Source: an optimization exercise on an open RTL-to-GDS flow (aim: small area, a short achievable clock period and few clock cycles). Production flows keep margins and buffers that such runs may drop. Only simulation tests tie the RTL to the original design; equivalence was not proved. Power is estimated from default activity; no workload was simulated.

--- flow/config.mk ---
export PLATFORM = sky130hd
export DESIGN_NAME = soft_cluster_membership
export DESIGN_NICKNAME = soft_cluster_membership
export VERILOG_FILES = /design/flow/design.v
export SDC_FILE = /design/flow/constraint.sdc
export NUM_CORES = 4
export LEC_CHECK = 0
export CAP_MARGIN = 20
export CORE_MARGIN = 2
export CORE_UTILIZATION = 40
export SLEW_MARGIN = 20
--- flow/constraint.sdc ---
create_clock -name core_clock -period 12.0 [get_ports {clk}]
set_input_delay 2.4000 -clock core_clock [delete_from_list [all_inputs] [get_ports {clk}]]
set_output_delay 2.4000 -clock core_clock [all_outputs]
set_load 0.01 [all_outputs]
--- flow/design.v ---
package scm_pkg;
    localparam int ACC_W = 40;
    localparam logic [ACC_W-1:0] ACC_MAX = {ACC_W{1'b1}};
    localparam int Q15_W = 16;
    localparam int CLUSTER_W = 4;
    localparam int DIM_W = 4;
    localparam int ALPHA_W = 16;
    localparam logic [ALPHA_W-1:0] ALPHA_RESET = 16'd256;
    localparam int PADDR_W = 3;
    localparam logic REG_ALPHA = 1'b0;
    localparam int RW = 49;
    typedef enum logic
    {
        OP_LOAD  = 1'b0,
        OP_POINT = 1'b1
    } op_t;
endpackage
import scm_pkg::*;
module scm_div
(
    input  logic             clk,
    input  logic             preload,
    input  logic [ACC_W-1:0] snap,
    input  logic [RW-1:0]    ybase,
    output logic [Q15_W-1:0] quot
);
    logic [RW-1:0] rem_reg;
    logic          flip;
    logic [RW-1:0] sum;
    assign flip = !rem_reg[RW-1];
    scm_add #(
        .W(RW)
    ) u_add (
        .a  ({rem_reg[RW-2:0], 1'b0}),
        .b  (ybase ^ {RW{flip}}),
        .ci (flip),
        .s  (sum)
    );
    always_ff @(posedge clk)
    begin
        rem_reg <= preload ? {{(RW-ACC_W-3){1'b1}}, ~snap, 3'b111} : sum;
        quot    <= {quot[Q15_W-2:0], !sum[RW-1]};
    end
endmodule
module scm_add
#(
    parameter int W = 49
)
(
    input  logic [W-1:0] a,
    input  logic [W-1:0] b,
    input  logic         ci,
    output logic [W-1:0] s
);
    localparam int L = $clog2(W + 1);
    always @(*)
    begin : b_prefix
        logic [W:0] g;
        logic [W:0] p;
        logic [W:0] gn;
        logic [W:0] pn;
        g = {a & b, ci};
        p = {a ^ b, 1'b0};
        for (int l = 0; l < L; l++)
        begin
            gn = g;
            pn = p;
            for (int i = 0; i <= W; i++)
            begin
                if (((i >> l) & 1) == 1)
                begin
                    gn[i] = g[i] | (p[i] & g[((i >> l) << l) - 1]);
                    pn[i] = p[i] & p[((i >> l) << l) - 1];
                end
            end
            g = gn;
            p = pn;
        end
        s = a ^ b ^ g[W-1:0];
    end
endmodule
module scm_sqtree
(
    input  logic [15:0] u,
    input  logic        s,
    output logic [31:0] r1,
    output logic [31:0] r2
);
    logic fc3, fc5, fc7, fc8, fc10, fc11, fc13, fc14, fc15, fc16, fc17, fc19;
    logic fc20, fc22, fc24, fc30, fc32, fc34, fc35, fc36, fc37, fc38, fc39, fc40;
    logic fc41, fc42, fc43, fc44, fc45, fc46, fc47, fc48, fc49, fc50, fc51, fc52;
    logic fc53, fc54, fc55, fc56, fc57, fc58, fc59, fc60, fc62, fc68, fc69, fc70;
    logic fc71, fc72, fc73, fc74, fc75, fc76, fc77, fc78, fc79, fc80, fc81, fc82;
    logic fc83, fc84, fc85, fc86, fc87, fc88, fc93, fc94, fc95, fc96, fc97, fc98;
    logic fc99, fc100, fc101, fc102, fc103, fc104, fc105, fc106, fc107, fc108, fc109, fc110;
    logic fc111, fc112, fc113, fc114, fc115, fc116, fc117, fs3, fs5, fs7, fs8, fs10;
    logic fs11, fs13, fs14, fs15, fs16, fs17, fs19, fs20, fs22, fs24, fs30, fs32;
    logic fs34, fs35, fs36, fs37, fs38, fs39, fs40, fs41, fs42, fs43, fs44, fs45;
    logic fs46, fs47, fs48, fs49, fs50, fs51, fs52, fs53, fs54, fs55, fs56, fs57;
    logic fs58, fs59, fs60, fs62, fs68, fs69, fs70, fs71, fs72, fs73, fs74, fs75;
    logic fs76, fs77, fs78, fs79, fs80, fs81, fs82, fs83, fs84, fs85, fs86, fs87;
    logic fs88, fs93, fs94, fs95, fs96, fs97, fs98, fs99, fs100, fs101, fs102, fs103;
    logic fs104, fs105, fs106, fs107, fs108, fs109, fs110, fs111, fs112, fs113, fs114, fs115;
    logic fs116, fs117, hc0, hc1, hc2, hc4, hc6, hc9, hc12, hc18, hc21, hc23;
    logic hc25, hc26, hc27, hc28, hc29, hc31, hc33, hc61, hc63, hc64, hc65, hc66;
    logic hc67, hc89, hc90, hc91, hc92, hc118, hc119, hs0, hs1, hs2, hs4, hs6;
    logic hs9, hs12, hs18, hs21, hs23, hs25, hs26, hs27, hs28, hs29, hs31, hs33;
    logic hs61, hs63, hs64, hs65, hs66, hs67, hs89, hs90, hs91, hs92, hs118, hs119;
    logic p0, p1, p10, p11, p12, p13, p14, p15, p16, p17, p18, p19;
    logic p100, p101, p102, p103, p104, p105, p106, p107, p108, p109, p110, p111;
    logic p112, p113, p114, p115, p116, p117, p118, p119, p120, p121, p122, p123;
    logic p124, p125, p126, p127, p128, p129, p130, p131, p132, p133, p134, p135;
    logic p136, p137, p138, p139, p140, p141, p142, p143, p144, p145, p146, p147;
    logic p148, p149, p150, p151, p152, p2, p20, p21, p22, p23, p24, p25;
    logic p26, p27, p28, p29, p3, p30, p31, p32, p33, p34, p35, p36;
    logic p37, p38, p39, p4, p40, p41, p42, p43, p44, p45, p46, p47;
    logic p48, p49, p5, p50, p51, p52, p53, p54, p55, p56, p57, p58;
    logic p59, p6, p60, p61, p62, p63, p64, p65, p66, p67, p68, p69;
    logic p7, p70, p71, p72, p73, p74, p75, p76, p77, p78, p79, p8;
    logic p80, p81, p82, p83, p84, p85, p86, p87, p88, p89, p9, p90;
    logic p91, p92, p93, p94, p95, p96, p97, p98, p99;
    assign p0 = u[0];
    assign p1 = u[0] & u[1];
    assign p2 = u[0] & u[2];
    assign p3 = u[0] & u[3];
    assign p4 = u[0] & u[4];
    assign p5 = u[0] & u[5];
    assign p6 = u[0] & u[6];
    assign p7 = u[0] & u[7];
    assign p8 = u[0] & u[8];
    assign p9 = u[0] & u[9];
    assign p10 = u[0] & u[10];
    assign p11 = u[0] & u[11];
    assign p12 = u[0] & u[12];
    assign p13 = u[0] & u[13];
    assign p14 = u[0] & u[14];
    assign p15 = u[0] & u[15];
    assign p16 = u[1];
    assign p17 = u[1] & u[2];
    assign p18 = u[1] & u[3];
    assign p19 = u[1] & u[4];
    assign p20 = u[1] & u[5];
    assign p21 = u[1] & u[6];
    assign p22 = u[1] & u[7];
    assign p23 = u[1] & u[8];
    assign p24 = u[1] & u[9];
    assign p25 = u[1] & u[10];
    assign p26 = u[1] & u[11];
    assign p27 = u[1] & u[12];
    assign p28 = u[1] & u[13];
    assign p29 = u[1] & u[14];
    assign p30 = u[1] & u[15];
    assign p31 = u[2];
    assign p32 = u[2] & u[3];
    assign p33 = u[2] & u[4];
    assign p34 = u[2] & u[5];
    assign p35 = u[2] & u[6];
    assign p36 = u[2] & u[7];
    assign p37 = u[2] & u[8];
    assign p38 = u[2] & u[9];
    assign p39 = u[2] & u[10];
    assign p40 = u[2] & u[11];
    assign p41 = u[2] & u[12];
    assign p42 = u[2] & u[13];
    assign p43 = u[2] & u[14];
    assign p44 = u[2] & u[15];
    assign p45 = u[3];
    assign p46 = u[3] & u[4];
    assign p47 = u[3] & u[5];
    assign p48 = u[3] & u[6];
    assign p49 = u[3] & u[7];
    assign p50 = u[3] & u[8];
    assign p51 = u[3] & u[9];
    assign p52 = u[3] & u[10];
    assign p53 = u[3] & u[11];
    assign p54 = u[3] & u[12];
    assign p55 = u[3] & u[13];
    assign p56 = u[3] & u[14];
    assign p57 = u[3] & u[15];
    assign p58 = u[4];
    assign p59 = u[4] & u[5];
    assign p60 = u[4] & u[6];
    assign p61 = u[4] & u[7];
    assign p62 = u[4] & u[8];
    assign p63 = u[4] & u[9];
    assign p64 = u[4] & u[10];
    assign p65 = u[4] & u[11];
    assign p66 = u[4] & u[12];
    assign p67 = u[4] & u[13];
    assign p68 = u[4] & u[14];
    assign p69 = u[4] & u[15];
    assign p70 = u[5];
    assign p71 = u[5] & u[6];
    assign p72 = u[5] & u[7];
    assign p73 = u[5] & u[8];
    assign p74 = u[5] & u[9];
    assign p75 = u[5] & u[10];
    assign p76 = u[5] & u[11];
    assign p77 = u[5] & u[12];
    assign p78 = u[5] & u[13];
    assign p79 = u[5] & u[14];
    assign p80 = u[5] & u[15];
    assign p81 = u[6];
    assign p82 = u[6] & u[7];
    assign p83 = u[6] & u[8];
    assign p84 = u[6] & u[9];
    assign p85 = u[6] & u[10];
    assign p86 = u[6] & u[11];
    assign p87 = u[6] & u[12];
    assign p88 = u[6] & u[13];
    assign p89 = u[6] & u[14];
    assign p90 = u[6] & u[15];
    assign p91 = u[7];
    assign p92 = u[7] & u[8];
    assign p93 = u[7] & u[9];
    assign p94 = u[7] & u[10];
    assign p95 = u[7] & u[11];
    assign p96 = u[7] & u[12];
    assign p97 = u[7] & u[13];
    assign p98 = u[7] & u[14];
    assign p99 = u[7] & u[15];
    assign p100 = u[8];
    assign p101 = u[8] & u[9];
    assign p102 = u[8] & u[10];
    assign p103 = u[8] & u[11];
    assign p104 = u[8] & u[12];
    assign p105 = u[8] & u[13];
    assign p106 = u[8] & u[14];
    assign p107 = u[8] & u[15];
    assign p108 = u[9];
    assign p109 = u[9] & u[10];
    assign p110 = u[9] & u[11];
    assign p111 = u[9] & u[12];
    assign p112 = u[9] & u[13];
    assign p113 = u[9] & u[14];
    assign p114 = u[9] & u[15];
    assign p115 = u[10];
    assign p116 = u[10] & u[11];
    assign p117 = u[10] & u[12];
    assign p118 = u[10] & u[13];
    assign p119 = u[10] & u[14];
    assign p120 = u[10] & u[15];
    assign p121 = u[11];
    assign p122 = u[11] & u[12];
    assign p123 = u[11] & u[13];
    assign p124 = u[11] & u[14];
    assign p125 = u[11] & u[15];
    assign p126 = u[12];
    assign p127 = u[12] & u[13];
    assign p128 = u[12] & u[14];
    assign p129 = u[12] & u[15];
    assign p130 = u[13];
    assign p131 = u[13] & u[14];
    assign p132 = u[13] & u[15];
    assign p133 = u[14];
    assign p134 = u[14] & u[15];
    assign p135 = u[15];
    assign p136 = s;
    assign p137 = s & u[0];
    assign p138 = s & u[1];
    assign p139 = s & u[2];
    assign p140 = s & u[3];
    assign p141 = s & u[4];
    assign p142 = s & u[5];
    assign p143 = s & u[6];
    assign p144 = s & u[7];
    assign p145 = s & u[8];
    assign p146 = s & u[9];
    assign p147 = s & u[10];
    assign p148 = s & u[11];
    assign p149 = s & u[12];
    assign p150 = s & u[13];
    assign p151 = s & u[14];
    assign p152 = s & u[15];
    assign hs0 = p15 ^ p29;
    assign hc0 = p15 & p29;
    assign hs1 = p9 ^ p23;
    assign hc1 = p9 & p23;
    assign hs2 = p10 ^ p24;
    assign hc2 = p10 & p24;
    assign fs3 = p11 ^ p25 ^ p38;
    assign fc3 = (p11 & p25) | (p11 & p38) | (p25 & p38);
    assign hs4 = p50 ^ p61;
    assign hc4 = p50 & p61;
    assign fs5 = p12 ^ p26 ^ p39;
    assign fc5 = (p12 & p26) | (p12 & p39) | (p26 & p39);
    assign hs6 = p51 ^ p62;
    assign hc6 = p51 & p62;
    assign fs7 = p13 ^ p27 ^ p40;
    assign fc7 = (p13 & p27) | (p13 & p40) | (p27 & p40);
    assign fs8 = p52 ^ p63 ^ p73;
    assign fc8 = (p52 & p63) | (p52 & p73) | (p63 & p73);
    assign hs9 = p82 ^ p91;
    assign hc9 = p82 & p91;
    assign fs10 = p14 ^ p28 ^ p41;
    assign fc10 = (p14 & p28) | (p14 & p41) | (p28 & p41);
    assign fs11 = p53 ^ p64 ^ p74;
    assign fc11 = (p53 & p64) | (p53 & p74) | (p64 & p74);
    assign hs12 = p83 ^ p151;
    assign hc12 = p83 & p151;
    assign fs13 = p42 ^ p54 ^ p65;
    assign fc13 = (p42 & p54) | (p42 & p65) | (p54 & p65);
    assign fs14 = p75 ^ p84 ^ p92;
    assign fc14 = (p75 & p84) | (p75 & p92) | (p84 & p92);
    assign fs15 = p100 ^ p152 ^ hs0;
    assign fc15 = (p100 & p152) | (p100 & hs0) | (p152 & hs0);
    assign fs16 = hc0 ^ p30 ^ p43;
    assign fc16 = (hc0 & p30) | (hc0 & p43) | (p30 & p43);
    assign fs17 = p55 ^ p66 ^ p76;
    assign fc17 = (p55 & p66) | (p55 & p76) | (p66 & p76);
    assign hs18 = p85 ^ p93;
    assign hc18 = p85 & p93;
    assign fs19 = p44 ^ p56 ^ p67;
    assign fc19 = (p44 & p56) | (p44 & p67) | (p56 & p67);
    assign fs20 = p77 ^ p86 ^ p94;
    assign fc20 = (p77 & p86) | (p77 & p94) | (p86 & p94);
    assign hs21 = p101 ^ p108;
    assign hc21 = p101 & p108;
    assign fs22 = p57 ^ p68 ^ p78;
    assign fc22 = (p57 & p68) | (p57 & p78) | (p68 & p78);
    assign hs23 = p87 ^ p95;
    assign hc23 = p87 & p95;
    assign fs24 = p69 ^ p79 ^ p88;
    assign fc24 = (p69 & p79) | (p69 & p88) | (p79 & p88);
    assign hs25 = p96 ^ p103;
    assign hc25 = p96 & p103;
    assign hs26 = p80 ^ p89;
    assign hc26 = p80 & p89;
    assign hs27 = p90 ^ p98;
    assign hc27 = p90 & p98;
    assign hs28 = p5 ^ p19;
    assign hc28 = p5 & p19;
    assign hs29 = p6 ^ p20;
    assign hc29 = p6 & p20;
    assign fs30 = p7 ^ p21 ^ p34;
    assign fc30 = (p7 & p21) | (p7 & p34) | (p21 & p34);
    assign hs31 = p46 ^ p58;
    assign hc31 = p46 & p58;
    assign fs32 = p8 ^ p22 ^ p35;
    assign fc32 = (p8 & p22) | (p8 & p35) | (p22 & p35);
    assign hs33 = p47 ^ p145;
    assign hc33 = p47 & p145;
    assign fs34 = p36 ^ p48 ^ p59;
    assign fc34 = (p36 & p48) | (p36 & p59) | (p48 & p59);
    assign fs35 = p70 ^ p146 ^ hs1;
    assign fc35 = (p70 & p146) | (p70 & hs1) | (p146 & hs1);
    assign fs36 = hc1 ^ p37 ^ p49;
    assign fc36 = (hc1 & p37) | (hc1 & p49) | (p37 & p49);
    assign fs37 = p60 ^ p147 ^ hs2;
    assign fc37 = (p60 & p147) | (p60 & hs2) | (p147 & hs2);
    assign fs38 = hc2 ^ p71 ^ p81;
    assign fc38 = (hc2 & p71) | (hc2 & p81) | (p71 & p81);
    assign fs39 = p148 ^ fs3 ^ hs4;
    assign fc39 = (p148 & fs3) | (p148 & hs4) | (fs3 & hs4);
    assign fs40 = fc3 ^ hc4 ^ p72;
    assign fc40 = (fc3 & hc4) | (fc3 & p72) | (hc4 & p72);
    assign fs41 = p149 ^ fs5 ^ hs6;
    assign fc41 = (p149 & fs5) | (p149 & hs6) | (fs5 & hs6);
    assign fs42 = fc5 ^ hc6 ^ p150;
    assign fc42 = (fc5 & hc6) | (fc5 & p150) | (hc6 & p150);
    assign fs43 = fs7 ^ fs8 ^ hs9;
    assign fc43 = (fs7 & fs8) | (fs7 & hs9) | (fs8 & hs9);
    assign fs44 = fc7 ^ fc8 ^ hc9;
    assign fc44 = (fc7 & fc8) | (fc7 & hc9) | (fc8 & hc9);
    assign fs45 = fs10 ^ fs11 ^ hs12;
    assign fc45 = (fs10 & fs11) | (fs10 & hs12) | (fs11 & hs12);
    assign fs46 = fc10 ^ fc11 ^ hc12;
    assign fc46 = (fc10 & fc11) | (fc10 & hc12) | (fc11 & hc12);
    assign fs47 = fs13 ^ fs14 ^ fs15;
    assign fc47 = (fs13 & fs14) | (fs13 & fs15) | (fs14 & fs15);
    assign fs48 = fc13 ^ fc14 ^ fc15;
    assign fc48 = (fc13 & fc14) | (fc13 & fc15) | (fc14 & fc15);
    assign fs49 = fs16 ^ fs17 ^ hs18;
    assign fc49 = (fs16 & fs17) | (fs16 & hs18) | (fs17 & hs18);
    assign fs50 = fc16 ^ fc17 ^ hc18;
    assign fc50 = (fc16 & fc17) | (fc16 & hc18) | (fc17 & hc18);
    assign fs51 = fs19 ^ fs20 ^ hs21;
    assign fc51 = (fs19 & fs20) | (fs19 & hs21) | (fs20 & hs21);
    assign fs52 = fc19 ^ fc20 ^ hc21;
    assign fc52 = (fc19 & fc20) | (fc19 & hc21) | (fc20 & hc21);
    assign fs53 = p102 ^ fs22 ^ hs23;
    assign fc53 = (p102 & fs22) | (p102 & hs23) | (fs22 & hs23);
    assign fs54 = fc22 ^ hc23 ^ p109;
    assign fc54 = (fc22 & hc23) | (fc22 & p109) | (hc23 & p109);
    assign fs55 = p115 ^ fs24 ^ hs25;
    assign fc55 = (p115 & fs24) | (p115 & hs25) | (fs24 & hs25);
    assign fs56 = fc24 ^ hc25 ^ p97;
    assign fc56 = (fc24 & hc25) | (fc24 & p97) | (hc25 & p97);
    assign fs57 = p104 ^ p110 ^ hs26;
    assign fc57 = (p104 & p110) | (p104 & hs26) | (p110 & hs26);
    assign fs58 = hc26 ^ p105 ^ p111;
    assign fc58 = (hc26 & p105) | (hc26 & p111) | (p105 & p111);
    assign fs59 = p116 ^ p121 ^ hs27;
    assign fc59 = (p116 & p121) | (p116 & hs27) | (p121 & hs27);
    assign fs60 = hc27 ^ p99 ^ p106;
    assign fc60 = (hc27 & p99) | (hc27 & p106) | (p99 & p106);
    assign hs61 = p112 ^ p117;
    assign hc61 = p112 & p117;
    assign fs62 = p107 ^ p113 ^ p118;
    assign fc62 = (p107 & p113) | (p107 & p118) | (p113 & p118);
    assign hs63 = p122 ^ p126;
    assign hc63 = p122 & p126;
    assign hs64 = p114 ^ p119;
    assign hc64 = p114 & p119;
    assign hs65 = p120 ^ p124;
    assign hc65 = p120 & p124;
    assign hs66 = p3 ^ p17;
    assign hc66 = p3 & p17;
    assign hs67 = p4 ^ p18;
    assign hc67 = p4 & p18;
    assign fs68 = p32 ^ p45 ^ p142;
    assign fc68 = (p32 & p45) | (p32 & p142) | (p45 & p142);
    assign fs69 = hc28 ^ p33 ^ p143;
    assign fc69 = (hc28 & p33) | (hc28 & p143) | (p33 & p143);
    assign fs70 = hc29 ^ p144 ^ fs30;
    assign fc70 = (hc29 & p144) | (hc29 & fs30) | (p144 & fs30);
    assign fs71 = fc30 ^ hc31 ^ fs32;
    assign fc71 = (fc30 & hc31) | (fc30 & fs32) | (hc31 & fs32);
    assign fs72 = fc32 ^ hc33 ^ fs34;
    assign fc72 = (fc32 & hc33) | (fc32 & fs34) | (hc33 & fs34);
    assign fs73 = fc34 ^ fc35 ^ fs36;
    assign fc73 = (fc34 & fc35) | (fc34 & fs36) | (fc35 & fs36);
    assign fs74 = fc36 ^ fc37 ^ fs38;
    assign fc74 = (fc36 & fc37) | (fc36 & fs38) | (fc37 & fs38);
    assign fs75 = fc38 ^ fc39 ^ fs40;
    assign fc75 = (fc38 & fc39) | (fc38 & fs40) | (fc39 & fs40);
    assign fs76 = fc40 ^ fc41 ^ fs42;
    assign fc76 = (fc40 & fc41) | (fc40 & fs42) | (fc41 & fs42);
    assign fs77 = fc42 ^ fc43 ^ fs44;
    assign fc77 = (fc42 & fc43) | (fc42 & fs44) | (fc43 & fs44);
    assign fs78 = fc44 ^ fc45 ^ fs46;
    assign fc78 = (fc44 & fc45) | (fc44 & fs46) | (fc45 & fs46);
    assign fs79 = fc46 ^ fc47 ^ fs48;
    assign fc79 = (fc46 & fc47) | (fc46 & fs48) | (fc47 & fs48);
    assign fs80 = fc48 ^ fc49 ^ fs50;
    assign fc80 = (fc48 & fc49) | (fc48 & fs50) | (fc49 & fs50);
    assign fs81 = fc50 ^ fc51 ^ fs52;
    assign fc81 = (fc50 & fc51) | (fc50 & fs52) | (fc51 & fs52);
    assign fs82 = fc52 ^ fc53 ^ fs54;
    assign fc82 = (fc52 & fc53) | (fc52 & fs54) | (fc53 & fs54);
    assign fs83 = fc54 ^ fc55 ^ fs56;
    assign fc83 = (fc54 & fc55) | (fc54 & fs56) | (fc55 & fs56);
    assign fs84 = fc56 ^ fc57 ^ fs58;
    assign fc84 = (fc56 & fc57) | (fc56 & fs58) | (fc57 & fs58);
    assign fs85 = fc58 ^ fc59 ^ fs60;
    assign fc85 = (fc58 & fc59) | (fc58 & fs60) | (fc59 & fs60);
    assign fs86 = fc60 ^ hc61 ^ fs62;
    assign fc86 = (fc60 & hc61) | (fc60 & fs62) | (hc61 & fs62);
    assign fs87 = fc62 ^ hc63 ^ p123;
    assign fc87 = (fc62 & hc63) | (fc62 & p123) | (hc63 & p123);
    assign fs88 = hc64 ^ p127 ^ p130;
    assign fc88 = (hc64 & p127) | (hc64 & p130) | (p127 & p130);
    assign hs89 = hc65 ^ p125;
    assign hc89 = hc65 & p125;
    assign hs90 = p129 ^ p131;
    assign hc90 = p129 & p131;
    assign hs91 = p1 ^ p16;
    assign hc91 = p1 & p16;
    assign hs92 = p2 ^ p139;
    assign hc92 = p2 & p139;
    assign fs93 = p31 ^ p140 ^ hs66;
    assign fc93 = (p31 & p140) | (p31 & hs66) | (p140 & hs66);
    assign fs94 = hc66 ^ p141 ^ hs67;
    assign fc94 = (hc66 & p141) | (hc66 & hs67) | (p141 & hs67);
    assign fs95 = hc67 ^ hs28 ^ fs68;
    assign fc95 = (hc67 & hs28) | (hc67 & fs68) | (hs28 & fs68);
    assign fs96 = fc68 ^ hs29 ^ fs69;
    assign fc96 = (fc68 & hs29) | (fc68 & fs69) | (hs29 & fs69);
    assign fs97 = fc69 ^ hs31 ^ fs70;
    assign fc97 = (fc69 & hs31) | (fc69 & fs70) | (hs31 & fs70);
    assign fs98 = fc70 ^ hs33 ^ fs71;
    assign fc98 = (fc70 & hs33) | (fc70 & fs71) | (hs33 & fs71);
    assign fs99 = fc71 ^ fs35 ^ fs72;
    assign fc99 = (fc71 & fs35) | (fc71 & fs72) | (fs35 & fs72);
    assign fs100 = fc72 ^ fs37 ^ fs73;
    assign fc100 = (fc72 & fs37) | (fc72 & fs73) | (fs37 & fs73);
    assign fs101 = fc73 ^ fs39 ^ fs74;
    assign fc101 = (fc73 & fs39) | (fc73 & fs74) | (fs39 & fs74);
    assign fs102 = fc74 ^ fs41 ^ fs75;
    assign fc102 = (fc74 & fs41) | (fc74 & fs75) | (fs41 & fs75);
    assign fs103 = fc75 ^ fs43 ^ fs76;
    assign fc103 = (fc75 & fs43) | (fc75 & fs76) | (fs43 & fs76);
    assign fs104 = fc76 ^ fs45 ^ fs77;
    assign fc104 = (fc76 & fs45) | (fc76 & fs77) | (fs45 & fs77);
    assign fs105 = fc77 ^ fs47 ^ fs78;
    assign fc105 = (fc77 & fs47) | (fc77 & fs78) | (fs47 & fs78);
    assign fs106 = fc78 ^ fs49 ^ fs79;
    assign fc106 = (fc78 & fs49) | (fc78 & fs79) | (fs49 & fs79);
    assign fs107 = fc79 ^ fs51 ^ fs80;
    assign fc107 = (fc79 & fs51) | (fc79 & fs80) | (fs51 & fs80);
    assign fs108 = fc80 ^ fs53 ^ fs81;
    assign fc108 = (fc80 & fs53) | (fc80 & fs81) | (fs53 & fs81);
    assign fs109 = fc81 ^ fs55 ^ fs82;
    assign fc109 = (fc81 & fs55) | (fc81 & fs82) | (fs55 & fs82);
    assign fs110 = fc82 ^ fs57 ^ fs83;
    assign fc110 = (fc82 & fs57) | (fc82 & fs83) | (fs57 & fs83);
    assign fs111 = fc83 ^ fs59 ^ fs84;
    assign fc111 = (fc83 & fs59) | (fc83 & fs84) | (fs59 & fs84);
    assign fs112 = fc84 ^ hs61 ^ fs85;
    assign fc112 = (fc84 & hs61) | (fc84 & fs85) | (hs61 & fs85);
    assign fs113 = fc85 ^ hs63 ^ fs86;
    assign fc113 = (fc85 & hs63) | (fc85 & fs86) | (hs63 & fs86);
    assign fs114 = fc86 ^ hs64 ^ fs87;
    assign fc114 = (fc86 & hs64) | (fc86 & fs87) | (hs64 & fs87);
    assign fs115 = fc87 ^ hs65 ^ fs88;
    assign fc115 = (fc87 & hs65) | (fc87 & fs88) | (hs65 & fs88);
    assign fs116 = fc88 ^ p128 ^ hs89;
    assign fc116 = (fc88 & p128) | (fc88 & hs89) | (p128 & hs89);
    assign fs117 = hc89 ^ p133 ^ hs90;
    assign fc117 = (hc89 & p133) | (hc89 & hs90) | (p133 & hs90);
    assign hs118 = hc90 ^ p132;
    assign hc118 = hc90 & p132;
    assign hs119 = p134 ^ p135;
    assign hc119 = p134 & p135;
    assign r1[0] = p0;
    assign r2[0] = p136;
    assign r1[1] = p137;
    assign r2[1] = 1'b0;
    assign r1[2] = p138;
    assign r2[2] = hs91;
    assign r1[3] = hc91;
    assign r2[3] = hs92;
    assign r1[4] = hc92;
    assign r2[4] = fs93;
    assign r1[5] = fc93;
    assign r2[5] = fs94;
    assign r1[6] = fc94;
    assign r2[6] = fs95;
    assign r1[7] = fc95;
    assign r2[7] = fs96;
    assign r1[8] = fc96;
    assign r2[8] = fs97;
    assign r1[9] = fc97;
    assign r2[9] = fs98;
    assign r1[10] = fc98;
    assign r2[10] = fs99;
    assign r1[11] = fc99;
    assign r2[11] = fs100;
    assign r1[12] = fc100;
    assign r2[12] = fs101;
    assign r1[13] = fc101;
    assign r2[13] = fs102;
    assign r1[14] = fc102;
    assign r2[14] = fs103;
    assign r1[15] = fc103;
    assign r2[15] = fs104;
    assign r1[16] = fc104;
    assign r2[16] = fs105;
    assign r1[17] = fc105;
    assign r2[17] = fs106;
    assign r1[18] = fc106;
    assign r2[18] = fs107;
    assign r1[19] = fc107;
    assign r2[19] = fs108;
    assign r1[20] = fc108;
    assign r2[20] = fs109;
    assign r1[21] = fc109;
    assign r2[21] = fs110;
    assign r1[22] = fc110;
    assign r2[22] = fs111;
    assign r1[23] = fc111;
    assign r2[23] = fs112;
    assign r1[24] = fc112;
    assign r2[24] = fs113;
    assign r1[25] = fc113;
    assign r2[25] = fs114;
    assign r1[26] = fc114;
    assign r2[26] = fs115;
    assign r1[27] = fc115;
    assign r2[27] = fs116;
    assign r1[28] = fc116;
    assign r2[28] = fs117;
    assign r1[29] = fc117;
    assign r2[29] = hs118;
    assign r1[30] = hc118;
    assign r2[30] = hs119;
    assign r1[31] = hc119;
    assign r2[31] = 1'b0;
endmodule
import scm_pkg::*;
module soft_cluster_membership
#(
    parameter int NUM_CLUSTERS = 16,
    parameter int NUM_DIMS = 16,
    parameter int COORD_BITS = 16
)
(
    input  logic                  clk,
    input  logic                  rst_n,
    input  logic                  psel,
    input  logic                  penable,
    input  logic                  pwrite,
    input  logic [PADDR_W-1:0]    paddr,
    input  logic [31:0]           pwdata,
    output logic [31:0]           prdata,
    output logic                  pready,
    input  logic                  start,
    output logic                  busy,
    input  logic                  operation,
    input  logic [CLUSTER_W-1:0]  cluster,
    input  logic [DIM_W-1:0]      dim_index,
    input  logic [COORD_BITS-1:0] coord_value,
    input  logic                  last_coord,
    output logic                  result_valid,
    output logic [CLUSTER_W-1:0]  cluster_index,
    output logic [Q15_W-1:0]      membership,
    output logic                  last
);
    localparam int K = 16;
    logic [3:0]            ph_reg;
    logic                  busy_reg;
    logic                  go_reg;
    logic                  in_op;
    logic [3:0]            in_cl;
    logic [3:0]            in_dim;
    logic [15:0]           in_x;
    logic                  in_last;
    logic [4:0]            sl_reg;
    logic                  accept;
    logic                  occ_nx;
    logic                  op_nx;
    logic [3:0]            dim_nx;
    logic                  last_nx;
    logic                  fin_ok_nx;
    logic                  go_nx;
    logic                  go_lastpt;
    logic                  at0_nx;
    logic                  at8_nx;
    logic                  tsel_reg;
    logic                  tsel8_reg;
    assign accept    = start && !busy_reg;
    assign occ_nx    = accept || busy_reg;
    assign op_nx     = accept ? operation   : in_op;
    assign dim_nx    = accept ? dim_index   : in_dim;
    assign last_nx   = accept ? last_coord  : in_last;
    assign go_lastpt = go_reg && in_op == OP_POINT && in_last;
    assign fin_ok_nx = !go_lastpt && sl_reg >= 5'd15;
    assign at0_nx    = dim_nx == 4'(ph_reg + 4'd1);
    assign at8_nx    = dim_nx == 4'(ph_reg + 4'd9) && op_nx == OP_POINT;
    assign go_nx     = occ_nx && (at0_nx || at8_nx)
                     && (op_nx == OP_LOAD || !last_nx || fin_ok_nx);
    always_ff @(posedge clk)
    begin
        tsel_reg <= !at0_nx;
        tsel8_reg <= at8_nx;
        if (accept)
        begin
            in_op   <= operation;
            in_cl   <= cluster;
            in_dim  <= dim_index;
            in_x    <= coord_value;
            in_last <= last_coord;
        end
    end
    always_ff @(posedge clk or negedge rst_n)
    begin
        if (!rst_n)
        begin
            ph_reg   <= '0;
            busy_reg <= 1'b0;
            go_reg   <= 1'b0;
            sl_reg   <= 5'd16;
        end
        else
        begin
            ph_reg   <= 4'(ph_reg + 1'b1);
            busy_reg <= occ_nx && !go_nx;
            go_reg   <= go_nx;
            if (go_lastpt)
            begin
                sl_reg <= 5'd1;
            end
            else if (sl_reg != 5'd16)
            begin
                sl_reg <= 5'(sl_reg + 1'b1);
            end
        end
    end
    logic pa_v, pa_last;
    logic pb_v, pb_last;
    logic fresh_reg;
    logic [3:0] fc_reg;
    logic pre_reg;
    logic init_reg;
    logic scan_on;
    logic scan_first;
    logic go_pt;
    logic acc_clr;
    assign go_pt = go_reg && in_op == OP_POINT;
    assign acc_clr = pb_last || (fresh_reg && !pb_v);
    always_ff @(posedge clk or negedge rst_n)
    begin
        if (!rst_n)
        begin
            pa_v      <= 1'b0;
            pa_last   <= 1'b0;
            pb_v      <= 1'b0;
            pb_last   <= 1'b0;
            fresh_reg <= 1'b1;
            fc_reg    <= '0;
            pre_reg   <= 1'b0;
            scan_first <= 1'b0;
            scan_on   <= 1'b0;
            init_reg  <= 1'b0;
        end
        else
        begin
            pa_v    <= go_pt;
            pa_last <= go_pt && in_last;
            pb_v    <= pa_v;
            pb_last <= pa_last;
            if (pb_v)
            begin
                fresh_reg <= pb_last;
            end
            if (pb_last)
            begin
                fc_reg <= 4'd1;
            end
            else if (fc_reg != 4'd0)
            begin
                fc_reg <= (fc_reg == 4'd11) ? 4'd0 : 4'(fc_reg + 1'b1);
            end
            pre_reg  <= fc_reg == 4'd9;
            scan_first <= pb_last;
            scan_on    <= pb_last || (fc_reg != 4'd0 && fc_reg < 4'd8);
            init_reg <= pre_reg;
        end
    end
    logic [K*ACC_W-1:0] snap;
    logic [K*ACC_W-1:0] acc_fin;
    for (genvar j = 0; j < K; j++)
    begin : g_lane
        logic [16*NUM_DIMS-1:0] ring;
        logic [15:0]            tap;
        logic                   we;
        logic [16:0]            d1;
        logic [15:0]            u_reg;
        logic                   s_reg;
        logic [31:0]            r1;
        logic [31:0]            r2;
        logic [31:0]            r1_reg;
        logic [31:0]            r2_reg;
        logic [ACC_W-1:0]       acc_reg;
        logic [ACC_W-1:0]       acc_in;
        logic [ACC_W:0]         cs_s;
        logic [ACC_W:0]         cs_c;
        logic [ACC_W:0]         acc_sum;
        logic [ACC_W-1:0]       acc_new;
        if (j < K / 2)
        begin : g_t0
            assign tap = tsel_reg ? ring[8*16 +: 16] : ring[15:0];
        end
        else
        begin : g_t8
            assign tap = tsel8_reg ? ring[8*16 +: 16] : ring[15:0];
        end
        assign we  = go_reg && in_op == OP_LOAD && in_cl == 4'(j);
        scm_add #(
            .W(17)
        ) u_sub (
            .a  ({1'b0, in_x ^ 16'h8000}),
            .b  ({1'b1, ~(tap ^ 16'h8000)}),
            .ci (1'b1),
            .s  (d1)
        );
        always_ff @(posedge clk)
        begin
            ring   <= {we ? in_x : ring[15:0], ring[16*NUM_DIMS-1:16]};
            u_reg  <= go_pt ? d1[15:0] ^ {16{d1[16]}} : 16'd0;
            s_reg  <= go_pt && d1[16];
            r1_reg <= r1;
            r2_reg <= r2;
        end
        scm_sqtree u_sq (
            .u  (u_reg),
            .s  (s_reg),
            .r1 (r1),
            .r2 (r2)
        );
        assign acc_in  = acc_reg;
        assign cs_s    = {1'b0, acc_in ^ {8'd0, r1_reg ^ r2_reg}};
        assign cs_c    = {(acc_in & {8'd0, r1_reg}) | (acc_in & {8'd0, r2_reg})
                          | {8'd0, r1_reg & r2_reg}, 1'b0};
        scm_add #(
            .W(ACC_W+1)
        ) u_acc (
            .a  (cs_s),
            .b  (cs_c),
            .ci (1'b0),
            .s  (acc_sum)
        );
        assign acc_new = acc_sum[ACC_W-1:0] | {ACC_W{acc_sum[ACC_W]}};
        assign acc_fin[j*ACC_W +: ACC_W] = acc_new;
        always_ff @(posedge clk)
        begin
            acc_reg <= acc_clr ? '0 : acc_new;
        end
    end
    always_ff @(posedge clk)
    begin
        snap <= pb_last ? acc_fin : {snap[ACC_W-1:0], snap[K*ACC_W-1:ACC_W]};
    end
    logic [ACC_W+3:0] sum_reg;
    logic [ACC_W-1:0] dmax_reg;
    logic [ACC_W-1:0] sa;
    logic [ACC_W-1:0] sb;
    logic [ACC_W-1:0] m0;
    logic [ACC_W+3:0] s0;
    logic             ab;
    logic             am;
    logic             bm;
    assign sa = scan_on ? snap[0 +: ACC_W] : '0;
    assign sb = scan_on ? snap[8*ACC_W +: ACC_W] : '0;
    assign m0 = scan_first ? '0 : dmax_reg;
    assign s0 = scan_first ? '0 : sum_reg;
    logic [ACC_W:0]   c_ab;
    logic [ACC_W:0]   c_am;
    logic [ACC_W:0]   c_bm;
    logic [ACC_W+3:0] cs_s;
    logic [ACC_W+3:0] cs_c;
    logic [ACC_W+3:0] sum_nx;
    scm_add #(.W(ACC_W+1)) u_ab (.a({1'b0, sa}), .b({1'b0, ~sb}), .ci(1'b1), .s(c_ab));
    scm_add #(.W(ACC_W+1)) u_am (.a({1'b0, sa}), .b({1'b0, ~m0}), .ci(1'b1), .s(c_am));
    scm_add #(.W(ACC_W+1)) u_bm (.a({1'b0, sb}), .b({1'b0, ~m0}), .ci(1'b1), .s(c_bm));
    assign ab = c_ab[ACC_W];
    assign am = c_am[ACC_W];
    assign bm = c_bm[ACC_W];
    assign cs_s = s0 ^ (ACC_W+4)'(sa) ^ (ACC_W+4)'(sb);
    assign cs_c = {(s0[ACC_W+2:0] & (ACC_W+3)'(sa)) | (s0[ACC_W+2:0] & (ACC_W+3)'(sb))
                   | (ACC_W+3)'(sa & sb), 1'b0};
    scm_add #(.W(ACC_W+4)) u_sum (.a(cs_s), .b(cs_c), .ci(1'b0), .s(sum_nx));
    always_ff @(posedge clk)
    begin
        sum_reg  <= sum_nx;
        dmax_reg <= (ab && am) ? sa : (!ab && bm) ? sb : m0;
    end
    logic [ALPHA_W-1:0] alpha_reg;
    logic [24:0]        a_val;
    logic [RW-1:0]      x1;
    logic [RW-1:0]      x2;
    logic               case_b;
    logic [RW-1:0]      ybase_reg;
    logic [43:0]        denp_reg;
    logic [43:0]        x1_reg;
    logic               cb_reg;
    logic [43:0]        denp;
    logic               dz_reg;
    assign a_val  = {alpha_reg, 9'b0};
    assign x1     = RW'({dmax_reg, 4'b0}) - RW'(sum_reg);
    assign x2     = RW'({dmax_reg, 4'b0}) - RW'(sum_reg) - RW'(a_val) - RW'(1);
    assign case_b = !x2[RW-1];
    assign denp   = cb_reg ? x1_reg : 44'(a_val);
    always_ff @(posedge clk)
    begin
        x1_reg   <= x1[43:0];
        cb_reg   <= case_b;
        denp_reg <= denp;
        if (pre_reg)
        begin
            ybase_reg <= RW'(sum_reg) + RW'(denp) - RW'({denp, 4'b0}) + RW'(2);
        end
        else if (init_reg)
        begin
            ybase_reg <= {1'b0, denp_reg, 4'b0};
        end
        if (init_reg)
        begin
            dz_reg <= denp_reg == '0;
        end
    end
    logic [Q15_W-1:0] quot [K];
    for (genvar j = 0; j < K; j++)
    begin : g_div
        scm_div u_div (
            .clk     (clk),
            .preload (pre_reg),
            .snap    (snap[((j + 7) % K)*ACC_W +: ACC_W]),
            .ybase   (ybase_reg),
            .quot    (quot[j])
        );
    end
    logic [4:0]       dcnt_reg;
    logic [K*Q15_W-1:0] ob_reg;
    logic             ov_reg;
    logic [3:0]       oidx_reg;
    logic             olast_reg;
    logic             oload;
    assign oload = dcnt_reg == 5'd16;
    always_ff @(posedge clk or negedge rst_n)
    begin
        if (!rst_n)
        begin
            dcnt_reg  <= '0;
            ov_reg    <= 1'b0;
            oidx_reg  <= '0;
            olast_reg <= 1'b0;
        end
        else
        begin
            if (init_reg)
            begin
                dcnt_reg <= 5'd1;
            end
            else if (dcnt_reg != 5'd0)
            begin
                dcnt_reg <= (dcnt_reg == 5'd16) ? 5'd0 : 5'(dcnt_reg + 1'b1);
            end
            if (oload)
            begin
                ov_reg    <= 1'b1;
                oidx_reg  <= '0;
                olast_reg <= 1'b0;
            end
            else if (ov_reg)
            begin
                ov_reg    <= !olast_reg;
                oidx_reg  <= 4'(oidx_reg + 1'b1);
                olast_reg <= oidx_reg == 4'd14;
            end
        end
    end
    logic [K*Q15_W-1:0] qcat;
    for (genvar j = 0; j < K; j++)
    begin : g_qcat
        assign qcat[j*Q15_W +: Q15_W] = quot[j];
    end
    always_ff @(posedge clk)
    begin
        if (oload)
        begin
            ob_reg <= dz_reg ? '0 : qcat;
        end
        else
        begin
            ob_reg <= {{Q15_W{1'b0}}, ob_reg[K*Q15_W-1:Q15_W]};
        end
    end
    logic [15:0] prd_reg;
    always_ff @(posedge clk or negedge rst_n)
    begin
        if (!rst_n)
        begin
            alpha_reg <= ALPHA_RESET;
        end
        else if (psel && penable && pwrite && paddr[2] == REG_ALPHA)
        begin
            alpha_reg <= pwdata[ALPHA_W-1:0];
        end
    end
    always_ff @(posedge clk)
    begin
        prd_reg <= (paddr[2] == REG_ALPHA) ? alpha_reg : 16'd0;
    end
    assign pready        = 1'b1;
    assign prdata        = {16'd0, prd_reg};
    assign busy          = busy_reg;
    assign result_valid  = ov_reg;
    assign cluster_index = oidx_reg;
    assign membership    = ob_reg[Q15_W-1:0];
    assign last          = olast_reg;
endmodule
--- flow/flow/run.sh ---
#!/bin/bash
# The standard layout, with timing repair aimed at 7.5 ns of setup slack
# (a 4.5 ns path budget at the design's 12 ns clock); constraints unchanged
set -euo pipefail
bash standard.sh SETUP_SLACK_MARGIN=7.5 finish > standard_flow.log 2>&1
--- flow/standard.sh ---
#!/bin/bash
# synth_recipe.tcl (not shown) runs the flow's synth.tcl, then flattens the netlist and writes it again
# the make line also repeats each setting of config.mk as NAME=value (left out here)
make -C /OpenROAD-flow-scripts/flow DESIGN_CONFIG=/design/flow/config.mk WORK_HOME=/design/flow/orfs CLKGATE_MAP_FILE= SYNTH_SCRIPT=/design/flow/synth_recipe.tcl "${@:-finish}"
==> metrics.md, run 1 <==
| Metric | Value |
|---|---|
| DIE AREA | `872400 sq um` |
| CTS tree | `done` |
| Worst Path Max Fanout | `6` |
| Post-synthesis instance total | `31498` |
| Skew final | `0.1405 ns` |
| DR pass1 iterations | `6` |
| Io pins | `123` |
| Commonest cells post-synth | `8133 x dfxtp_1, 2535 x nor2_1, 2251 x ha_1` |
| Status | `complete, no violations` |
| Post-synthesis area per instance | `10.98 sq um` |
| Post-Syn Area | `346000 sq um` |
| Hold Path Stages | `0` |
| Largest net degree at the start of global routing | `152` |
| Final setup vio count | `0` |
| Max-cap violations | `0` |
| Top cell type's share of synthesized area | `0.4706` |
| Number of global-route vias before repair | `223288` |
| Total grt overflow | `0` |
| Nets | `36173` |
| Fraction of registers with async set/reset | `0.006179` |
| GP Congestion | `0.9224` |
| Fin. Hold Viols | `0` |
| Antenna violation net count after detailed routing | `0` |
| Critical Path Max Stage Delay | `0.50 ns` |
| # fillers | `78846` |
| Die Wd | `934.0 um` |
| Initial antenna violation count | `56` |
| Post-synth cell types | `117` |
| Register Area | `166300 sq um` |
| Static Leakage | `0.1786 uW` |
| Slew headroom | `0.2170` |
| Slew at the pin closest to its max-slew limit | `1.173 ns` |
| Pins Over Slew Limit | `0` |
| Top-count cell post-synth | `dfxtp_1` |
| Hold endpoint | `g_lane[6].ring[50]` |
| Post-synthesis sequential area ratio | `0.4804` |
| Hold Path Origin | `g_lane[6].ring[66]` |
| Crit path capture type | `register` |
| IO Port Bufs | `87` |
| Worst R2R Start | `cb_reg` |
| R2r setup slk | `7.39 ns` |
| # rows | `341` |
| Number of flip-flops under the largest register name | `4096` |
| Worst setup SP type | `register` |
| # placed instances | `42135` |
| Starting Density | `0.4012` |
| R2r worst-path depth | `21` |
| Worst Hold Class | `register to register` |
| Vias per inst | `4.989` |
| Fraction of layout cells with a size suffix above 1 | `0.08943` |
| Pwr per Cell Area | `279.6 nW/um^2` |
| WP data required | `12.88 ns` |
| Post-synth top area cell | `dfxtp_1` |
| Drt total wl | `917.8 mm` |
| Overall routing resource usage | `0.2051` |
| Drc violations | `0` |
| Area Growth Syn to Fin | `13.81%` |
| Dpl hpwl | `655.0 mm` |
| Top cells by area, synth | `dfxtp_1 47%, fa_1 13%, ha_1 8.1%` |
| Final period utilization | `0.3845` |
| Worst-Skew Late Latency | `1.21 ns` |
| CTS Buffer Depth | `4` |
| Max VDD drop | `0.2040 mV` |
| First-pass GRT wire length | `1374 mm` |
| Seq cells post-synth | `8254` |
| Number of synthesized flops with an enable pin | `70` |
| Synth Flop Type | `dfxtp_1` |
| Clock Tree Root | `clkbuf_16` |
| Core Box Area | `862300 sq um` |
| H-tree levels | `6` |
| Critical path arrival | `5.50 ns` |
| Fin Setup TNS | `0 ns` |
| Iter 0 DRT Violations | `14896` |
| Max Clk Rate | `0.2167 GHz` |
| Yosys warns | `7` |
| TritonCTS Sinks | `8254` |
| Tmin final | `4.614 ns` |
| Multi-input gate area | `169800 sq um` |
| RSZ-0062 raised after global routing | `true` |
| Crit Path Class | `register to register` |
| FF-to-FF End | `ybase_reg[44]` |
| DR vias | `218932` |
| Final Non-Filler Cells | `43885` |
| Avg WL per Cell | `20.91 um` |
| Chip height | `934.0 um` |
| CTS clk-pin slew, worst paths | `0.07 ns` |
| Worst path cell trace | `buf_6 -> buf_12 -> o21a_1 -> buf_4 -> fa_1 -> inv_2 -> ha_4 -> ha_4 -> a21o_1 -> a21o_1 -> a21o_1 -> a211oi_4 -> a211oi_4 -> o31ai_2 -> buf_4 -> o211ai_1 -> nand2_2 -> buf_4 -> o21ai_1 -> xor2_1 -> mux2_2` |
| Slowest cell on the critical path | `fa_1` |
| Total clock buffers created by CTS | `823` |
[report_power, final]
group          switching, uW  total [uW]  internal (uW)
logic                  25800       45900          20000
registers               4250       37200          32900
clock network          11400       27100          15600
total                  41500      110000          68600
[metal layers]
| metal | wire, um | up-vias | part of all wire | track usage |
|---|---|---|---|---|
| met4 | 51850 | 14 | 0.056 | 0.09918 |
| li1 | - | 103009 | - | - |
| met2 | 402500 | 5900 | 0.44 | 0.3229 |
| met3 | 61960 | 1850 | 0.068 | 0.03533 |
| met1 | 401400 | 108159 | 0.44 | 0.2745 |
| met5 | 84 | - | 0.000092 | 0 |
[layout by cell type (no fill, tap or decap), types with 57 or more instances in the layout]
| master | count |
|---|---|
| mux2i_1 | 478 |
| xor2_1 | 613 |
| a21o_1 | 646 |
| dfxtp_1 | 8107 |
| a21oi_2 | 71 |
| a31oi_1 | 190 |
| nand2_1 | 1821 |
| buf_6 | 57 |
| clkinv_2 | 147 |
| ha_1 | 2212 |
| or3_1 | 93 |
| clkbuf_8 | 157 |
| xnor2_1 | 1706 |
| and2_1 | 1656 |
| o21bai_1 | 137 |
| mux2_2 | 347 |
| nor2_1 | 2480 |
| fa_1 | 2164 |
| clkbuf_1 | 146 |
| nand3_1 | 222 |
| nand4_1 | 165 |
| clkbuf_16 | 831 |
| buf_12 | 64 |
| nand2b_1 | 238 |
| buf_4 | 317 |
| nor2b_1 | 269 |
| edfxtp_1 | 70 |
| bufinv_16 | 84 |
| and3_1 | 158 |
| a21boi_0 | 77 |
| a21oi_1 | 1725 |
| o21ai_0 | 583 |
| nand3b_1 | 256 |
| clkinvlp_4 | 59 |
| clkdlybuf4s50_1 | 58 |
| inv_1 | 2142 |
| o21a_1 | 226 |
| nor3_1 | 212 |
[per-stage QoR]
step | area [sq um] | hold slack, ns | total power [uW] | setup WS, ns | utilization
after CTS | 391200 | 0.2595 | 109200 | 7.343 | 0.4537
after global placement | 358900 | 0.3095 | 79530 | 5.797 | 0.4162
after global routing | 393700 | 0.2648 | 117300 | 7.278 | 0.4566
after detailed placement | 358900 | 0.3121 | 80520 | 5.776 | 0.4162
after floorplan | 346000 | 0.3096 | 68640 | 7.333 | -
final | 393700 | 0.2569 | 110100 | 7.386 | 0.4566
[what timing repair did]
| item | CTS | global route |
|---|---|---|
| buffers inserted | 129 | 66 |
| cloned | 6 | 2 |
| setup endpoints to repair | 1176 | 1052 |
| gates resized for setup | 407 | 394 |
| hold buffers | 0 | 0 |
| pin swaps | 64 | 95 |
[kinds of logic (layout without fill, tap and decap cells)]
kind of cell             count (synthesis)  count (layout)  synth area share
AND/OR/NAND/NOR                       7882            7882            0.1111
flip-flops                            8254            8254            0.4804
AO/OA/AOI/OAI                         4349            4349           0.07835
other                                    2              40        0.00002171
buffers and inverters                 3393            4252           0.03748
XOR/XNOR                              2339            2339           0.05921
multiplexers                           846             846           0.02576
adder cells (fa/ha/maj)               4433            4433            0.2077
[layout make-up]
cell class | instances | share of cell area
Clock buffer | 1127 | 0.05939
Clock inverter | 397 | 0.01459
Antenna cell | 23 | 0.0001462
Sequential cell | 8254 | 0.4223
Inverter | 2162 | 0.02068
Multi-Input combinational cell | 19866 | 0.4313
Tap cell | 11490 | 0.03651
Timing Repair Buffer | 566 | 0.01504
[worst max-delay path, delay by kind of cell, from the launching register on]
kind | cells | cell delay [ns]
AND/OR/NAND/NOR | 1 | 0.14
XOR/XNOR | 1 | 0.15
adder cells (fa/ha/maj) | 3 | 0.96
buffers and inverters | 6 | 0.78
flip-flops | 1 | 0.39
multiplexers | 1 | 0.28
AO/OA/AOI/OAI | 9 | 1.63
[worst max-delay path by stage]
stage	startpoint	to	slack, ns	cells past startpoint
after floorplan	tsel8_reg	g_lane[8].u_reg[13]	7.33	20
after global placement	tsel8_reg	g_lane[8].u_reg[10]	5.80	16
after detailed placement	tsel8_reg	g_lane[8].u_reg[10]	5.78	16
after CTS	g_lane[9].r1_reg[0]	snap[379]	7.34	17
after global routing	cb_reg	ybase_reg[47]	7.28	20
final	cb_reg	ybase_reg[44]	7.39	21
Testbench counts, summed over its fixed seeds: cycles 1,928.
==> run 2, diff against run 1 <==
--- a/flow/config.mk
+++ b/flow/config.mk
@@ -8,4 +8,4 @@
 export CAP_MARGIN = 20
 export CORE_MARGIN = 2
-export CORE_UTILIZATION = 40
+export CORE_UTILIZATION = 55
 export SLEW_MARGIN = 20
==> run 2 against run 1 <==
The layout now fails its checks (antenna violations); register-to-register slack got worse by 0.06 ns; clock power barely moved; hold slack improved by 0.032 ns; clock skew fell by 0.077 ns; first-iteration DRC count rose by 14%; die area fell by 27%; setup slack got worse by 0.057 ns; utilization rose by 17 points; final cell count fell by 7.0%; sequential share of layout area rose by 0.37 points; critical path type unchanged; largest power group unchanged; highest routed layer unchanged.
==> metrics.md, run 2 <==
| Metric | Value |
|---|---|
| Post-synthesis area per instance | `10.98 sq um` |
| Most frequent cells in the layout | `8105 x dfxtp_1, 2529 x nor2_1, 2193 x ha_1` |
| # rows | `291` |
| Post-synth top area cell | `dfxtp_1` |
| Number of global-route vias before repair | `220836` |
| Slew headroom | `0.1540` |
| R2r setup slk | `7.33 ns` |
| Tmin final | `4.670 ns` |
| Antenna violation net count after detailed routing | `1` |
| Hold Path Origin | `g_lane[6].ring[220]` |
| IO Port Bufs | `87` |
| Worst path cell trace | `buf_12 -> buf_16 -> buf_4 -> o21a_4 -> buf_4 -> fa_1 -> inv_1 -> ha_4 -> ha_4 -> nand4_1 -> or2_4 -> a211oi_4 -> o31ai_2 -> buf_4 -> o211ai_1 -> buf_4 -> buf_4 -> a31oi_4 -> buf_4 -> buf_4 -> a211o_1` |
| Initial antenna violation count | `76` |
| Pins Over Slew Limit | `0` |
| FF-to-FF End | `ybase_reg[38]` |
| Clock Tree Root | `clkbuf_16` |
| CP top delay family | `buffers and inverters` |
| DR vias | `220008` |
| Worst-Skew Late Latency | `1.18 ns` |
| Area Growth Syn to Fin | `12.80%` |
| H-tree levels | `6` |
| Status | `finished with violations` |
| Seq cells post-synth | `8254` |
| Avg WL per Cell | `22.70 um` |
| Number of synthesized flops with an enable pin | `70` |
| Starting Density | `0.5515` |
| PnR worst setup slack | `7.330 ns` |
| DIE AREA | `635400 sq um` |
| Post-Syn Area | `346000 sq um` |
| Die Wd | `797.1 um` |
| Hold WS | `0.2888 ns` |
| Top-count cell post-synth | `dfxtp_1` |
| Crit path capture type | `register` |
| Final Non-Filler Cells | `40801` |
| Vias per inst | `5.392` |
| Post-synthesis instance total | `31498` |
| Synth Flop Type | `dfxtp_1` |
| Fraction of layout cells with a size suffix above 1 | `0.08845` |
| Buffers and inverters on the worst path | `10` |
| Crit Path Class | `register to register` |
| Max Clk Rate | `0.2141 GHz` |
| Overall Power | `111200 uW` |
| CTS clk-pin slew, worst paths | `0.06 ns` |
| CTS Buffer Depth | `4` |
| Number of flip-flops under the largest register name | `4096` |
| Overall routing resource usage | `0.2873` |
| Total grt overflow | `0` |
| CTS tree | `done` |
| Total clock buffers created by CTS | `816` |
| Worst setup SP type | `register` |
| Pwr per Cell Area | `284.9 nW/um^2` |
| Final period utilization | `0.3892` |
| Final setup vio count | `0` |
| Chip height | `797.1 um` |
| Fin. Hold Viols | `0` |
| TritonCTS Sinks | `8254` |
| Commonest non-fill, non-tap cell in the layout | `dfxtp_1` |
| Slowest cell on the critical path | `fa_1` |
| Drt total wl | `926.3 mm` |
| DR pass1 iterations | `6` |
| Core Box Area | `627300 sq um` |
| Hold endpoint | `g_lane[6].ring[204]` |
| Io pins | `123` |
| Max VDD drop | `0.2166 mV` |
| Top cell type's share of synthesized area | `0.4706` |
| Worst R2R Start | `cb_reg` |
| Max-cap violations | `0` |
| Top cells by area, synth | `dfxtp_1 47%, fa_1 13%, ha_1 8.1%` |
| Fin Setup TNS | `0 ns` |
| Critical Path Max Stage Delay | `0.48 ns` |
| GP Congestion | `0.9359` |
| Critical path arrival | `5.54 ns` |
| Iter 0 DRT Violations | `17029` |
| Post-synth cell types | `117` |
| Drc violations | `0` |
| First-pass GRT wire length | `1379 mm` |
| RSZ-0062 raised after global routing | `true` |
| DP Worst Slack | `6.163 ns` |
| Hold Path Stages | `0` |
| # placed instances | `39010` |
| Yosys warns | `7` |
| Skew final | `0.06385 ns` |
| # fillers | `50825` |
| Fraction of registers with async set/reset | `0.006179` |
| Largest net degree at the start of global routing | `224` |
| WP data required | `12.87 ns` |
| Slew at the pin closest to its max-slew limit | `1.269 ns` |
| Layout check faults | `antenna violations` |
| Worst Hold Class | `register to register` |
| Worst Path Max Fanout | `8` |
| Post-synthesis sequential area ratio | `0.4804` |
| Commonest cells post-synth | `8133 x dfxtp_1, 2535 x nor2_1, 2251 x ha_1` |
| Cell mode on critical path | `buf_4` |
| Static Leakage | `0.1788 uW` |
| Nets | `36198` |
| R2r worst-path depth | `21` |
| Dpl hpwl | `657.4 mm` |
==> run 2: routing by layer <==
layer / GRT usage / up-vias / routed length, um
met1: 0.4119 / 108667 / 420000
met4: 0.1094 / 6 / 41150
met2: 0.4332 / 6630 / 391900
met3: 0.05334 / 1575 / 73130
met5: 0 / - / 34
li1: - / 103130 / -
==> run 2: stage by stage <==
step                  util  instance area [sq um]
floorplan                -                 346000
global placement    0.5662                 355200
detailed placement  0.5662                 355200
CTS                 0.6179                 387600
global route        0.6219                 390200
finish              0.6221                 390300
==> run 2: final cells by class <==
cell class / count / area [sq um] / area share
antenna: 48 / 120.1 / 0.0003078
multi-input combinational: 19867 / 169700 / 0.4347
sequential: 8254 / 166300 / 0.4260
timing repair buffer: 597 / 6314 / 0.01618
tap: 8350 / 10450 / 0.02677
inverter: 2162 / 8150 / 0.02088
clock inverter: 384 / 5822 / 0.01492
clock buffer: 1139 / 23490 / 0.06018
==> run 2: what timing repair did <==
item	CTS	global route
gates resized for setup	359	356
hold buffers	0	0
setup buffers	117	87
setup endpoints to repair	849	983
pin swaps	64	83
gates cloned	11	5
==> run 2: worst max path at each step <==
| stage | from | end | slack (ns) | cells past startpoint |
|---|---|---|---|---|
| final | cb_reg | ybase_reg[38] | 7.33 | 21 |
| after global routing | cb_reg | ybase_reg[38] | 7.24 | 21 |
| after CTS | cb_reg | ybase_reg[48] | 7.45 | 20 |
| after detailed placement | tsel8_reg | g_lane[12].u_reg[9] | 6.16 | 19 |
| after global placement | tsel8_reg | g_lane[12].u_reg[10] | 6.16 | 19 |
| after floorplan | tsel8_reg | g_lane[8].u_reg[13] | 7.33 | 20 |
==> run 2: report_power, final <==
group          leakage, uW  switching [uW]  internal (uW)
logic               0.0970           26200          20400
registers           0.0676            4360          32900
clock network       0.0142           11300          16000
==> run 2: cell families (layout without fill, tap and decap cells) <==
group,after synthesis,in the layout,share of synthesized area
DFF,8254,8254,0.4804
buffers and inverters,3393,4282,0.03748
xor gates and xnor gates,2339,2339,0.05921
AOI/OAI and AO/OA,4349,4350,0.07835
adders and majority gates,4433,4433,0.2077
other,2,65,0.00002171
and+or+nand+nor,7882,7882,0.1111
muxes,846,846,0.02576
==> run 3, diff against run 2 <==
--- a/flow/config.mk
+++ b/flow/config.mk
@@ -9,3 +9,5 @@
 export CORE_MARGIN = 2
 export CORE_UTILIZATION = 55
+export CTS_CLUSTER_DIAMETER = 100
+export CTS_CLUSTER_SIZE = 20
 export SLEW_MARGIN = 20
==> run 3 against run 2 <==
Non-clock buffer count fell by 7; sequential cell count did not move; clock power fell by 42%; first-iteration DRC count fell by 5.0%; the run now finishes clean; wire length fell by 1.2%; highest routed layer unchanged.
==> metrics.md, run 3 <==
| Metric | Value |
|---|---|
| Vias per inst | `5.432` |
| Avg WL per Cell | `23.00 um` |
| CTS tree | `done` |
| Pins Over Slew Limit | `0` |
| # rows | `291` |
| Total clock buffers created by CTS | `453` |
| Pwr per Cell Area | `266.3 nW/um^2` |
| Starting Density | `0.5515` |
| Crit path capture type | `register` |
| Max Clk Rate | `0.2127 GHz` |
| Worst setup SP type | `register` |
| DR pass1 iterations | `9` |
| Die Wd | `797.1 um` |
| # placed instances | `39010` |
| Slew headroom | `0.1898` |
| Drc violations | `0` |
| Critical path arrival | `5.52 ns` |
| TritonCTS Sinks | `8254` |
| Largest net degree at the start of global routing | `224` |
| Final period utilization | `0.3919` |
| Overall routing resource usage | `0.2838` |
| DR vias | `216152` |
| Antenna violation net count after detailed routing | `0` |
| Post-synth cell types | `117` |
| Post-synth top area cell | `dfxtp_1` |
| Worst Hold Class | `register to register` |
| Commonest non-fill, non-tap cell in the layout | `dfxtp_1` |
| # hold bufs at CTS | `0` |
| Fraction of layout cells with a size suffix above 1 | `0.06250` |
| Commonest cells post-synth | `8133 x dfxtp_1, 2535 x nor2_1, 2251 x ha_1` |
| Slowest cell on the critical path | `fa_1` |
| Static Leakage | `0.1705 uW` |
| IO Port Bufs | `87` |
| Yosys warns | `7` |
| Dpl hpwl | `657.4 mm` |
| Io pins | `123` |
| Nets | `35828` |
| Post-synthesis instance total | `31498` |
| WP data required | `12.81 ns` |
| Worst Path Max Fanout | `4` |
| Slew at the pin closest to its max-slew limit | `1.215 ns` |
| Core Box Area | `627300 sq um` |
| Crit Path Class | `register to register` |
| # fillers | `52542` |
| Fraction of registers with async set/reset | `0.006179` |
| H-tree levels | `5` |
| Final Non-Filler Cells | `39794` |
| RSZ-0062 raised after global routing | `true` |
| Post-synthesis area per instance | `10.98 sq um` |
| Status | `complete, no violations` |
| Max VDD drop | `0.2000 mV` |
| CTS clk-pin slew, worst paths | `0.09 ns` |
| Hold Path Origin | `g_lane[8].ring[174]` |
| Seq cells post-synth | `8254` |
| Number of flip-flops under the largest register name | `4096` |
| Worst path cell trace | `clkinvlp_4 -> o21a_1 -> buf_4 -> fa_1 -> inv_2 -> ha_4 -> ha_4 -> buf_6 -> nand4_1 -> nor2_1 -> nand3_2 -> a211oi_4 -> o31ai_1 -> buf_4 -> o211ai_1 -> nand2_2 -> buf_6 -> o31ai_4 -> a21oi_2 -> o31a_1` |
| Top cell type's share of synthesized area | `0.4706` |
| Drt total wl | `915.4 mm` |
| Top cells by area, synth | `dfxtp_1 47%, fa_1 13%, ha_1 8.1%` |
| GP Congestion | `0.9359` |
| Total grt overflow | `0` |
| Chip height | `797.1 um` |
| First-pass GRT wire length | `1360 mm` |
| Worst Setup SP | `alpha_reg[0]` |
| PnR worst setup slack | `7.298 ns` |
| Iter 0 DRT Violations | `16174` |
| Clock Tree Root | `clkbuf_16` |
| Final setup vio count | `0` |
| Skew final | `0.08553 ns` |
| DIE AREA | `635400 sq um` |
| Tmin final | `4.702 ns` |
| Initial antenna violation count | `80` |
| Fin. Hold Viols | `0` |
| Worst R2R Start | `alpha_reg[0]` |
| Fin Setup TNS | `0 ns` |
| Top-count cell post-synth | `dfxtp_1` |
| Area Growth Syn to Fin | `7.801%` |
| Number of synthesized flops with an enable pin | `70` |
| Max-cap violations | `0` |
| Synth Flop Type | `dfxtp_1` |
| Worst-Skew Late Latency | `1.12 ns` |
| Most frequent cells in the layout | `8108 x dfxtp_1, 2533 x nor2_1, 2204 x ha_1` |
| Post-Syn Area | `346000 sq um` |
| Critical Path Max Stage Delay | `0.51 ns` |
| Post-synthesis sequential area ratio | `0.4804` |
| Number of global-route vias before repair | `215887` |
| CTS Buffer Depth | `4` |
| DP Worst Slack | `6.163 ns` |
## run 3: changes by cell type in the layout (fill, tap and decap cells not counted), sizes merged, moves of 9 or more
cell,previous run,this run
inv,2195,2166
clkbuf,1149,497
buf,495,486
clkinv,202,23
clkinvlp,50,8
bufinv,99,1
## run 3: repair_timing
action,4_1_cts,5_1_grt
buffers inserted,103,96
pin swaps,64,110
cloned,7,6
gates resized for setup,352,338
endpoints found under the setup margin,845,1007
## run 3: stage by stage
stage | cell area, sq um | util | hold WS, ns | power, uW
global placement | 355200 | 0.5662 | 0.3095 | 79940
floorplan | 346000 | - | 0.3096 | 68640
finish | 373000 | 0.5945 | 0.2873 | 99330
detailed placement | 355200 | 0.5662 | 0.3121 | 80630
global route | 372900 | 0.5944 | 0.2808 | 106200
CTS | 370300 | 0.5902 | 0.2825 | 98050
## run 3: path summary, 6_finish.rpt
path / slack [ns] / end / cells after the start
hold reg to reg: 0.29 / g_lane[8].ring[158] / 0
max in group asynchronous: 9.75 / scan_on / 2
setup reg to reg: 7.30 / ybase_reg[48] / 20
min in group asynchronous: 1.31 / scan_first / 1
hold / removal: 0.29 / g_lane[8].ring[158] / 0
setup / recovery: 7.30 / ybase_reg[48] / 20
## run 3: logic make-up (layout without fill, tap and decap cells)
| kind of cell | Yosys count | after routing | share of synthesized area |
|---|---|---|---|
| fa+ha+maj | 4433 | 4433 | 0.2077 |
| compound gates | 4349 | 4350 | 0.07835 |
| other cells | 2 | 69 | 0.00002171 |
| mux | 846 | 846 | 0.02576 |
| xor+xnor | 2339 | 2339 | 0.05921 |
| simple gates | 7882 | 7882 | 0.1111 |
| buf+inv | 3393 | 3271 | 0.03748 |
| flops | 8254 | 8254 | 0.4804 |
## run 3: power by group
part	leakage (uW)	internal, uW	total (uW)	switching (uW)
Clock	0.00593	6860	15800	8950
Combinational	0.0969	20200	46300	26100
Sequential	0.0676	32900	37200	4350
## run 3: final cells by class
cell class | count | area (sq um) | share of cell area
antenna | 52 | 130.1 | 0.0003489
clock buffer | 483 | 11470 | 0.03075
clock inverter | 36 | 720.7 | 0.001932
inverter | 2162 | 8155 | 0.02187
multi-input combinational | 19867 | 169500 | 0.4544
sequential | 8254 | 166300 | 0.4458
tap | 8350 | 10450 | 0.02801
timing repair buffer | 590 | 6296 | 0.01688
## run 3: routing by layer
metal	vias to the layer above	track usage	part of all wire
li1	101742	-	-
met1	107114	0.4113	0.46
met2	5946	0.4290	0.43
met3	1334	0.04995	0.079
met4	16	0.09851	0.040
met5	-	0	0.00012
## run 3: critical path, delay by kind of cell (launching register included)
kind                       cells  cell delay (ns)
DFF                            1             0.39
adders and majority gates      3             1.00
AOI/OAI and AO/OA              7             1.60
buffers and inverters          6             0.85
and+or+nand+nor                4             0.61

-- port drivers added, routing unchanged --
In the flow no input, the clock included, has a driving cell. The finished layouts below were timed again as built, in two steps.
Step 1 (the two cells are an assumption about what drives the block):
set clk [get_ports {clk}]
set_driving_cell -lib_cell sky130_fd_sc_hd__clkbuf_16 $clk
set_driving_cell -lib_cell sky130_fd_sc_hd__buf_2 [delete_from_list [all_inputs] $clk]
Step 2, shift: input delay + t, output delay - t, t = (earliest + latest rising clock arrival at the registers) / 2. This alone moves slack from input paths to output paths.
Three values: no drivers, after step 1, after step 2; two values: the first two.
run | shift t [ns] | setup WS [ns] | latest minus earliest clock arrival (ns)
run 1 | 1.294 | 7.386 / 7.386 / 7.215 | 0.165 / 0.164
run 2 | 1.284 | 7.330 / 7.330 / 7.168 | 0.082 / 0.082
run 3 | 1.204 | 7.298 / 7.298 / 7.182 | 0.091 / 0.091
For run 1, which loses most, drivers alone change the setup slack by 0.000 ns; drivers and shift together by -0.171 ns.
